What follows belongs to an exercise in optimizing a design on an open flow for a short achievable clock period and few clock cycles per item; a production flow would make more cautious choices. Function was checked by simulation only, so behaviour that the tests miss may differ from the original.

==> job 4173: inputs <==
==> flow/design.v <==
package lbpa_pkg;
  localparam int POOL_BLOCKS = 64;
  localparam int IDX_W       = $clog2(POOL_BLOCKS);
  localparam int LINK_W      = IDX_W + 1;
  typedef logic [IDX_W-1:0]  idx_t;
  typedef logic [LINK_W-1:0] link_t;
  localparam link_t LINK_NONE = LINK_W'(POOL_BLOCKS);
  localparam logic [1:0] REQ_ALLOC      = 2'd0;
  localparam logic [1:0] REQ_FREE_ONE   = 2'd1;
  localparam logic [1:0] REQ_FREE_CHAIN = 2'd2;
  localparam logic STATUS_OK    = 1'b0;
  localparam logic STATUS_EMPTY = 1'b1;
endpackage
module linked_block_pool_allocator #(
  parameter int KW = 2     
) (
  input  logic       clk,
  input  logic       rst,
  input  logic       req_valid,
  output logic       req_stall,
  input  logic [1:0] req_type,
  input  logic [5:0] block_index,
  output logic       rsp_valid,
  input  logic       rsp_stall,
  output logic [6:0] result_index,
  output logic       status
);
  localparam int NB     = lbpa_pkg::POOL_BLOCKS;
  localparam int IDX_W  = lbpa_pkg::IDX_W;
  localparam int LINK_W = lbpa_pkg::LINK_W;
  localparam logic [LINK_W-1:0] NONE = lbpa_pkg::LINK_NONE;
  localparam logic [1:0] REQ_ALLOC      = lbpa_pkg::REQ_ALLOC;
  localparam logic [1:0] REQ_FREE_ONE   = lbpa_pkg::REQ_FREE_ONE;
  localparam logic [1:0] REQ_FREE_CHAIN = lbpa_pkg::REQ_FREE_CHAIN;
  localparam logic STATUS_OK    = lbpa_pkg::STATUS_OK;
  localparam logic STATUS_EMPTY = lbpa_pkg::STATUS_EMPTY;
  typedef logic [IDX_W-1:0]  idx_t;
  typedef logic [LINK_W-1:0] link_t;
  function automatic logic [NB-1:0] oh(input logic [LINK_W-1:0] l);
    oh = l[IDX_W] ? '0 : (NB'(1) << l[IDX_W-1:0]);
  endfunction
  function automatic logic [LINK_W-1:0] rd(input logic [NB*LINK_W-1:0] tab,
                                           input logic [NB-1:0] sel);
    rd = '0;
    for (int i = 0; i < NB; i++)
      rd = rd | (tab[i*LINK_W +: LINK_W] & {LINK_W{sel[i]}});
  endfunction
  link_t [NB-1:0] nxt_q, prv_q, nxt_d, prv_d;
  link_t          fh_q, fh_d, fn_q, fn_d;
  logic  [NB-1:0] fh_oh_q, fn_oh_q;
  logic           u_v_q, u_walk_q;
  logic [1:0]     u_type_q;
  idx_t           x_q;
  logic  [NB-1:0] x_oh_q;
  link_t          cp_q;       
  link_t          cnt_q;      
  logic [1:0]       q_v_q;
  logic [1:0][1:0]  q_type_q;
  idx_t [1:0]       q_b_q;
  logic             stall_q;
  logic       o0_v_q, o1_v_q;
  logic [7:0] o0_q, o1_q;
  logic       accept, pop, exec, rel, alc, cut, take, walk_d, ufree, pself;
  logic       phit;
  link_t      prr;
  logic           pend_v_q, pend_v_d;
  link_t          pend_d_q, pend_d_d;
  logic  [NB-1:0] pend_oh_q, pend_oh_d;
  link_t      nr, pr, fr, p, n, cnt_d, cp_d, v;
  logic [NB-1:0] p_oh, n_oh, nr_oh;
  logic  [KW-1:0]         ws, wc, wl;
  link_t [KW-1:0]         wx, wp, wn, wcp, wfh, wcnt;
  logic  [KW-1:0][NB-1:0] wx_oh, wp_oh, wn_oh, wfh_oh;
  link_t                  xn;
  logic  [NB-1:0]         xn_oh;
  logic [7:0] res;
  assign req_stall    = stall_q;
  assign rsp_valid    = o0_v_q;
  assign result_index = o0_q[6:0];
  assign status       = o0_q[7];
  assign accept = req_valid && !stall_q;
  assign pop    = o0_v_q && !rsp_stall;
  always_comb begin
    exec = u_v_q && (u_walk_q || !o1_v_q);
    take = exec && !u_walk_q;
    cut  = take && (u_type_q == REQ_FREE_CHAIN);
    rel  = (exec && u_walk_q) || cut || (take && (u_type_q == REQ_FREE_ONE));
    alc  = take && (u_type_q == REQ_ALLOC) && !fh_q[IDX_W];
    nr    = rd(nxt_q, x_oh_q);      
    prr   = rd(prv_q, x_oh_q);      
    phit  = pend_v_q && (pend_oh_q & x_oh_q) != '0;
    pr    = phit ? pend_d_q : prr;
    fr    = rd(nxt_q, fn_oh_q);     
    nr_oh = oh(nr);
    pself = 1'b0;
    for (int i = 0; i < NB; i++)
      pself = pself | (x_oh_q[i] && prv_q[i] == LINK_W'(i));
    if (phit) pself = (pend_d_q == LINK_W'(x_q));
    p     = u_walk_q ? cp_q : pr;
    p_oh  = oh(p);
    if (cut && pself) begin
      n    = NONE;
      n_oh = '0;
    end else begin
      n    = nr;
      n_oh = nr_oh;
    end
    ws[0]     = rel;
    wx[0]     = LINK_W'(x_q);
    wx_oh[0]  = x_oh_q;
    wfh[0]    = fh_q;
    wfh_oh[0] = fh_oh_q;
    wp[0]     = p;
    wp_oh[0]  = p_oh;
    wn[0]     = n;
    wn_oh[0]  = n_oh;
    wcnt[0]   = u_walk_q ? cnt_q + 1'b1 : LINK_W'(1);
    wc[0]     = (u_walk_q || cut) && !n[IDX_W] && (wcnt[0] != NONE);
    for (int m = 0; m < KW; m++) begin
      if (m > 0) begin
        ws[m]     = ws[m-1] && wc[m-1];
        wx[m]     = wn[m-1];
        wx_oh[m]  = wn_oh[m-1];
        wfh[m]    = wx[m-1];
        wfh_oh[m] = wx_oh[m-1];
        wp[m]     = wcp[m-1];
        wp_oh[m]  = oh(wp[m]);
        v = rd(nxt_q, wx_oh[m]);
        for (int k = 0; k < m; k++) begin
          if (wp[k] == wx[m]) v = wn[k];
          if (wx[k] == wx[m]) v = wfh[k];
        end
        wn[m]     = v;
        wn_oh[m]  = oh(v);
        wcnt[m]   = wcnt[m-1] + 1'b1;
        wc[m]     = !wn[m][IDX_W] && (wcnt[m] != NONE);
      end
      wcp[m] = wp[m];
      if (wx[m] == wn[m])  wcp[m] = NONE;
      if (wfh[m] == wn[m]) wcp[m] = wx[m];
    end
    for (int m = 0; m < KW; m++)
      wl[m] = ws[m] && ((m == KW - 1) || !ws[(m + 1) % KW]);
    pend_v_d  = 1'b0;
    pend_d_d  = fh_q;
    pend_oh_d = nr_oh;
    if (alc) pend_v_d = !nr[IDX_W];
    for (int m = 0; m < KW; m++) begin
      if (wl[m]) begin
        pend_v_d  = !wn[m][IDX_W] && (wn[m] != wx[m]) && (wn[m] != wfh[m]);
        pend_d_d  = wp[m];
        pend_oh_d = wn_oh[m];
      end
    end
    for (int i = 0; i < NB; i++) begin
      nxt_d[i] = nxt_q[i];
      prv_d[i] = (pend_v_q && pend_oh_q[i]) ? pend_d_q : prv_q[i];
      if ((rel && p_oh[i]) || (alc && fh_oh_q[i])) nxt_d[i] = nr;
      if ((rel || alc) && x_oh_q[i])                nxt_d[i] = fh_q;
      if (alc && fn_oh_q[i])                        prv_d[i] = NONE;
      if (wl[0] && x_oh_q[i])                       prv_d[i] = NONE;
      if ((rel || alc) && fh_oh_q[i])               prv_d[i] = LINK_W'(x_q);
      for (int m = 1; m < KW; m++) begin
        if (ws[m] && wp_oh[m][i])  nxt_d[i] = wn[m];
        if (ws[m] && wx_oh[m][i])  nxt_d[i] = wfh[m];
        if (wl[m] && wx_oh[m][i])  prv_d[i] = NONE;
        if (ws[m] && wfh_oh[m][i]) prv_d[i] = wx[m];
      end
    end
    fh_d = fh_q;
    fn_d = fn_q;
    if (rel) begin
      fh_d = LINK_W'(x_q);
      fn_d = fh_q;
    end else if (alc) begin
      fh_d = fn_q;
      if (fn_q == LINK_W'(x_q))  fn_d = fh_q;
      else if (fn_q == fh_q)     fn_d = nr;
      else                       fn_d = fr;
    end
    cnt_d  = wcnt[0];
    walk_d = rel && wc[0];
    cp_d   = wcp[0];
    xn     = wn[0];
    xn_oh  = wn_oh[0];
    for (int m = 1; m < KW; m++) begin
      if (ws[m]) begin
        fh_d   = wx[m];
        fn_d   = wfh[m];
        cnt_d  = wcnt[m];
        walk_d = wc[m];
        cp_d   = wcp[m];
        xn     = wn[m];
        xn_oh  = wn_oh[m];
      end
    end
    unique case (u_type_q)
      REQ_ALLOC:      res = fh_q[IDX_W] ? {STATUS_EMPTY, NONE} : {STATUS_OK, fh_q};
      REQ_FREE_ONE:   res = {STATUS_OK, n};
      REQ_FREE_CHAIN: res = {STATUS_OK, p};
      default:        res = {STATUS_OK, NONE};
    endcase
    ufree = !u_v_q || (exec && !walk_d);
  end
  always_ff @(posedge clk) begin
    if (rst) begin
      for (int i = 0; i < NB; i++) begin
        nxt_q[i] <= LINK_W'(i + 1);
        prv_q[i] <= (i == 0) ? NONE : LINK_W'(i - 1);
      end
      fh_q     <= LINK_W'(0);
      pend_v_q <= 1'b0;
      fh_oh_q  <= NB'(1);
      fn_q     <= LINK_W'(1);
      fn_oh_q  <= NB'(2);
      u_v_q    <= 1'b0;
      u_walk_q <= 1'b0;
      q_v_q    <= '0;
      stall_q  <= 1'b0;
      o0_v_q   <= 1'b0;
      o1_v_q   <= 1'b0;
    end else begin
      nxt_q   <= nxt_d;
      pend_v_q  <= pend_v_d;
      pend_d_q  <= pend_d_d;
      pend_oh_q <= pend_oh_d;
      prv_q   <= prv_d;
      fh_q    <= fh_d;
      fh_oh_q <= oh(fh_d);
      fn_q    <= fn_d;
      fn_oh_q <= oh(fn_d);
      if (!ufree) begin
        u_walk_q <= walk_d || u_walk_q && !exec;
        if (walk_d) begin
          x_q    <= xn[IDX_W-1:0];
          x_oh_q <= xn_oh;
        end
        if (accept) begin
          q_v_q[q_v_q[0]]    <= 1'b1;
          q_type_q[q_v_q[0]] <= req_type;
          q_b_q[q_v_q[0]]    <= block_index;
        end
        stall_q <= q_v_q[0] && accept || q_v_q[1];
      end else begin
        u_walk_q <= 1'b0;
        if (q_v_q[0]) begin
          u_v_q    <= 1'b1;
          u_type_q <= q_type_q[0];
          x_q      <= q_b_q[0];
          x_oh_q   <= oh(LINK_W'(q_b_q[0]));
          q_v_q[0]    <= q_v_q[1] || accept;
          q_type_q[0] <= q_v_q[1] ? q_type_q[1] : req_type;
          q_b_q[0]    <= q_v_q[1] ? q_b_q[1] : block_index;
          q_v_q[1]    <= q_v_q[1] && accept;
          q_type_q[1] <= req_type;
          q_b_q[1]    <= block_index;
          stall_q     <= q_v_q[1] && accept;
        end else begin
          u_v_q    <= accept;
          u_type_q <= req_type;
          x_q      <= block_index;
          x_oh_q   <= oh(LINK_W'(block_index));
          stall_q  <= 1'b0;
        end
      end
      if (pop) begin
        o0_v_q <= o1_v_q || take;
        o0_q   <= o1_v_q ? o1_q : res;
        o1_v_q <= o1_v_q && take;
        o1_q   <= res;
      end else if (take) begin
        if (!o0_v_q) begin
          o0_v_q <= 1'b1;
          o0_q   <= res;
        end else begin
          o1_v_q <= 1'b1;
          o1_q   <= res;
        end
      end
    end
  end
  always_ff @(posedge clk) begin
    if (rel) begin
      cnt_q <= cnt_d;
      cp_q  <= cp_d;
    end
  end
endmodule
==> flow/run.sh <==
#!/bin/bash
# synth_recipe.tcl (not shown) runs the flow's synth.tcl, then flattens the netlist and writes it again
# the make line also repeats each setting of config.mk as NAME=value (left out here)
make -C /OpenROAD-flow-scripts/flow DESIGN_CONFIG=/design/flow/config.mk WORK_HOME=/design/flow/orfs CLKGATE_MAP_FILE= SYNTH_SCRIPT=/design/flow/synth_recipe.tcl finish
==> flow/config.mk <==
export PLATFORM = sky130hd
export DESIGN_NAME = linked_block_pool_allocator
export DESIGN_NICKNAME = linked_block_pool_allocator
export VERILOG_FILES = /design/flow/design.v
export SDC_FILE = /design/flow/constraint.sdc
export NUM_CORES = 4
export LEC_CHECK = 0
export ABC_CLOCK_PERIOD_IN_PS = 3000
export CAP_MARGIN = 20
export CORE_MARGIN = 2
export CORE_UTILIZATION = 20
export PLACE_DENSITY = 0.45
export SETUP_SLACK_MARGIN = 3.0
export SLEW_MARGIN = 20
export TNS_END_PERCENT = 50
==> flow/constraint.sdc <==
create_clock -name core_clock -period 7.0 [get_ports {clk}]
set_input_delay 1.4000 -clock core_clock [delete_from_list [all_inputs] [get_ports {clk}]]
set_output_delay 1.4000 -clock core_clock [all_outputs]
set_load 0.01 [all_outputs]
==> job 9130: changes against job 4173 <==
==> flow/design.v, changed modules only <==
module linked_block_pool_allocator (
  input  logic       clk,
  input  logic       rst,
  input  logic       req_valid,
  output logic       req_stall,
  input  logic [1:0] req_type,
  input  logic [5:0] block_index,
  output logic       rsp_valid,
  input  logic       rsp_stall,
  output logic [6:0] result_index,
  output logic       status
);
  localparam int NB     = lbpa_pkg::POOL_BLOCKS;
  localparam int IDX_W  = lbpa_pkg::IDX_W;
  localparam int LINK_W = lbpa_pkg::LINK_W;
  localparam logic [LINK_W-1:0] NONE = lbpa_pkg::LINK_NONE;
  localparam logic [1:0] REQ_ALLOC      = lbpa_pkg::REQ_ALLOC;
  localparam logic [1:0] REQ_FREE_ONE   = lbpa_pkg::REQ_FREE_ONE;
  localparam logic [1:0] REQ_FREE_CHAIN = lbpa_pkg::REQ_FREE_CHAIN;
  localparam logic STATUS_OK    = lbpa_pkg::STATUS_OK;
  localparam logic STATUS_EMPTY = lbpa_pkg::STATUS_EMPTY;
  typedef logic [IDX_W-1:0]  idx_t;
  typedef logic [LINK_W-1:0] link_t;
  function automatic logic [NB-1:0] oh(input logic [LINK_W-1:0] l);
    oh = l[IDX_W] ? '0 : (NB'(1) << l[IDX_W-1:0]);
  endfunction
  function automatic logic [LINK_W-1:0] rd(input logic [NB*LINK_W-1:0] tab,
                                           input logic [NB-1:0] sel);
    rd = '0;
    for (int i = 0; i < NB; i++)
      rd = rd | (tab[i*LINK_W +: LINK_W] & {LINK_W{sel[i]}});
  endfunction
  link_t [NB-1:0] nxt_q, prv_q, nxt_d, prv_d;
  link_t          fh_q, fh_d, fn_q, fn_d;
  logic  [NB-1:0] fh_oh_q, fn_oh_q;
  logic           u_v_q, u_walk_q;
  logic [1:0]     u_type_q;
  idx_t           x_q;
  logic  [NB-1:0] x_oh_q;
  link_t          cp_q;       
  link_t          cnt_q;      
  logic [1:0]       q_v_q;
  logic [1:0][1:0]  q_type_q;
  idx_t [1:0]       q_b_q;
  logic             stall_q;
  logic       o0_v_q, o1_v_q;
  logic [7:0] o0_q, o1_q;
  logic       accept, pop, exec, rel, alc, cut, take, walk_d, ufree;
  link_t      nr, pr, fr, p, n, cnt_d, cp_d;
  logic [NB-1:0] p_oh, n_oh, nr_oh;
  logic [7:0] res;
  assign req_stall    = stall_q;
  assign rsp_valid    = o0_v_q;
  assign result_index = o0_q[6:0];
  assign status       = o0_q[7];
  assign accept = req_valid && !stall_q;
  assign pop    = o0_v_q && !rsp_stall;
  always_comb begin
    exec = u_v_q && (u_walk_q || !o1_v_q);
    take = exec && !u_walk_q;
    cut  = take && (u_type_q == REQ_FREE_CHAIN);
    rel  = (exec && u_walk_q) || cut || (take && (u_type_q == REQ_FREE_ONE));
    alc  = take && (u_type_q == REQ_ALLOC) && !fh_q[IDX_W];
    nr    = rd(nxt_q, x_oh_q);      
    pr    = rd(prv_q, x_oh_q);      
    fr    = rd(nxt_q, fn_oh_q);     
    nr_oh = oh(nr);
    p     = u_walk_q ? cp_q : pr;
    p_oh  = oh(p);
    if (cut && pr == LINK_W'(x_q)) begin
      n    = NONE;
      n_oh = '0;
    end else begin
      n    = nr;
      n_oh = nr_oh;
    end
    for (int i = 0; i < NB; i++) begin
      nxt_d[i] = nxt_q[i];
      prv_d[i] = prv_q[i];
      if ((rel && p_oh[i]) || (alc && fh_oh_q[i])) nxt_d[i] = nr;
      if ((rel || alc) && x_oh_q[i])                nxt_d[i] = fh_q;
      if (rel && n_oh[i])                           prv_d[i] = p;
      if (alc && fn_oh_q[i])                        prv_d[i] = NONE;
      if (rel && x_oh_q[i])                         prv_d[i] = NONE;
      if ((rel || alc) && fh_oh_q[i])               prv_d[i] = LINK_W'(x_q);
      if (alc && nr_oh[i])                          prv_d[i] = fh_q;
    end
    fh_d = fh_q;
    fn_d = fn_q;
    if (rel) begin
      fh_d = LINK_W'(x_q);
      fn_d = fh_q;
    end else if (alc) begin
      fh_d = fn_q;
      if (fn_q == LINK_W'(x_q))  fn_d = fh_q;
      else if (fn_q == fh_q)     fn_d = nr;
      else                       fn_d = fr;
    end
    cnt_d  = u_walk_q ? cnt_q + 1'b1 : LINK_W'(1);
    walk_d = (u_walk_q || cut) && rel && !n[IDX_W] && (cnt_d != NONE);
    cp_d = p;
    if (LINK_W'(x_q) == n) cp_d = NONE;
    if (fh_q == n)         cp_d = LINK_W'(x_q);
    unique case (u_type_q)
      REQ_ALLOC:      res = fh_q[IDX_W] ? {STATUS_EMPTY, NONE} : {STATUS_OK, fh_q};
      REQ_FREE_ONE:   res = {STATUS_OK, n};
      REQ_FREE_CHAIN: res = {STATUS_OK, p};
      default:        res = {STATUS_OK, NONE};
    endcase
    ufree = !u_v_q || (exec && !walk_d);
  end
  always_ff @(posedge clk) begin
    if (rst) begin
      for (int i = 0; i < NB; i++) begin
        nxt_q[i] <= LINK_W'(i + 1);
        prv_q[i] <= (i == 0) ? NONE : LINK_W'(i - 1);
      end
      fh_q     <= LINK_W'(0);
      fh_oh_q  <= NB'(1);
      fn_q     <= LINK_W'(1);
      fn_oh_q  <= NB'(2);
      u_v_q    <= 1'b0;
      u_walk_q <= 1'b0;
      q_v_q    <= '0;
      stall_q  <= 1'b0;
      o0_v_q   <= 1'b0;
      o1_v_q   <= 1'b0;
    end else begin
      nxt_q   <= nxt_d;
      prv_q   <= prv_d;
      fh_q    <= fh_d;
      fh_oh_q <= oh(fh_d);
      fn_q    <= fn_d;
      fn_oh_q <= oh(fn_d);
      if (!ufree) begin
        u_walk_q <= walk_d || u_walk_q && !exec;
        if (walk_d) begin
          x_q    <= n[IDX_W-1:0];
          x_oh_q <= n_oh;
        end
        if (accept) begin
          q_v_q[q_v_q[0]]    <= 1'b1;
          q_type_q[q_v_q[0]] <= req_type;
          q_b_q[q_v_q[0]]    <= block_index;
        end
        stall_q <= q_v_q[0] && accept || q_v_q[1];
      end else begin
        u_walk_q <= 1'b0;
        if (q_v_q[0]) begin
          u_v_q    <= 1'b1;
          u_type_q <= q_type_q[0];
          x_q      <= q_b_q[0];
          x_oh_q   <= oh(LINK_W'(q_b_q[0]));
          q_v_q[0]    <= q_v_q[1] || accept;
          q_type_q[0] <= q_v_q[1] ? q_type_q[1] : req_type;
          q_b_q[0]    <= q_v_q[1] ? q_b_q[1] : block_index;
          q_v_q[1]    <= q_v_q[1] && accept;
          q_type_q[1] <= req_type;
          q_b_q[1]    <= block_index;
          stall_q     <= q_v_q[1] && accept;
        end else begin
          u_v_q    <= accept;
          u_type_q <= req_type;
          x_q      <= block_index;
          x_oh_q   <= oh(LINK_W'(block_index));
          stall_q  <= 1'b0;
        end
      end
      if (pop) begin
        o0_v_q <= o1_v_q || take;
        o0_q   <= o1_v_q ? o1_q : res;
        o1_v_q <= o1_v_q && take;
        o1_q   <= res;
      end else if (take) begin
        if (!o0_v_q) begin
          o0_v_q <= 1'b1;
          o0_q   <= res;
        end else begin
          o1_v_q <= 1'b1;
          o1_q   <= res;
        end
      end
    end
  end
  always_ff @(posedge clk) begin
    if (rel) begin
      cnt_q <= cnt_d;
      cp_q  <= cp_d;
    end
  end
endmodule
Settings changed: ABC_CLOCK_PERIOD_IN_PS 3000 to 2500, CORE_UTILIZATION 20 to 25, PLACE_DENSITY 0.45 to 0.5, SETUP_SLACK_MARGIN 3.0 to 4.5.
==> impl_metrics.prom <==
# TYPE chip_impl_metric gauge
chip_impl_metric{name="grt_util_met2",unit="%"} 81.5
chip_impl_info{name="error_line",value="[ERROR GRT-0116] Global routing finished with congestion. Check the congestion regions in the DRC Viewer."} 1
chip_impl_metric{name="place_hpwl",unit="um"} 1050000
chip_impl_metric{name="syn_nets",unit=""} 12300
chip_impl_info{name="synth.top_cells.by_count",value="nand2_1, nor2_1, a21oi_1"} 1
chip_impl_metric{name="grtUsageMet1",unit="%"} 64.6
chip_impl_metric{name="global_route_congestion_overflow_total",unit=""} 2
chip_impl_info{name="outcome.stop_stage",value="5_1_grt"} 1
chip_impl_metric{name="detailedPlace.worstSlack",unit="ns"} -0.627
chip_impl_metric{name="synth.ff_latch_count",unit=""} 1235
chip_impl_info{name="run_status",value="did not finish"} 1
The numbers above come from job 4173.

==> impl_metrics.prom <==
# TYPE chip_impl_metric gauge
chip_impl_info{name="run_status",value="complete, no violations"} 1
chip_impl_metric{name="syn_nets",unit=""} 7732
chip_impl_metric{name="place_hpwl",unit="um"} 411000
chip_impl_metric{name="grtUsageMet1",unit="%"} 51.7
chip_impl_metric{name="global_route_congestion_overflow_total",unit=""} 0
chip_impl_info{name="synth.top_cells.by_count",value="nand2_1, dfxtp_1, o21ai_0"} 1
chip_impl_metric{name="detailedPlace.worstSlack",unit="ns"} 1.07
chip_impl_metric{name="grt_util_met2",unit="%"} 64.1
The numbers above come from job 9130.

Testbench counts of job 4173, summed over its fixed seeds: cycles 37,040, requests 12,000.
Testbench counts of job 9130, summed over its fixed seeds: cycles 62,961, requests 12,000.

-- re-timing with driven ports --
The results above use ideal ports. As a check the final layout listed here was re-extracted and re-timed, cells and wires unchanged.
Step 1 (the two cells are an assumption about what drives the block):
set clk [get_ports {clk}]
set_driving_cell -lib_cell sky130_fd_sc_hd__clkbuf_16 $clk
set_driving_cell -lib_cell sky130_fd_sc_hd__buf_2 [delete_from_list [all_inputs] $clk]
Step 2 moves the port delays by t, midway between the first and last clock arrival at a register: inputs arrive t later, outputs are due t later. That takes back most of the time a late clock gives input paths.
Slacks: no drivers / after step 1 / after step 2; pairs: no drivers / after step 1.
run: job 9130
shift t [ns]: 0.949
slack for setup (ns): 2.190 / 2.190 / 2.190
hold slack, ns: 0.505 / 0.505 / 0.505
latest minus earliest clock arrival (ns): 0.043 / 0.044
pins driven straight from the clock port: 1
After both steps job 9130 still meets setup and hold. The setup slack of job 9130 moves by 0.000 ns with the drivers and by 0.000 ns with both steps.
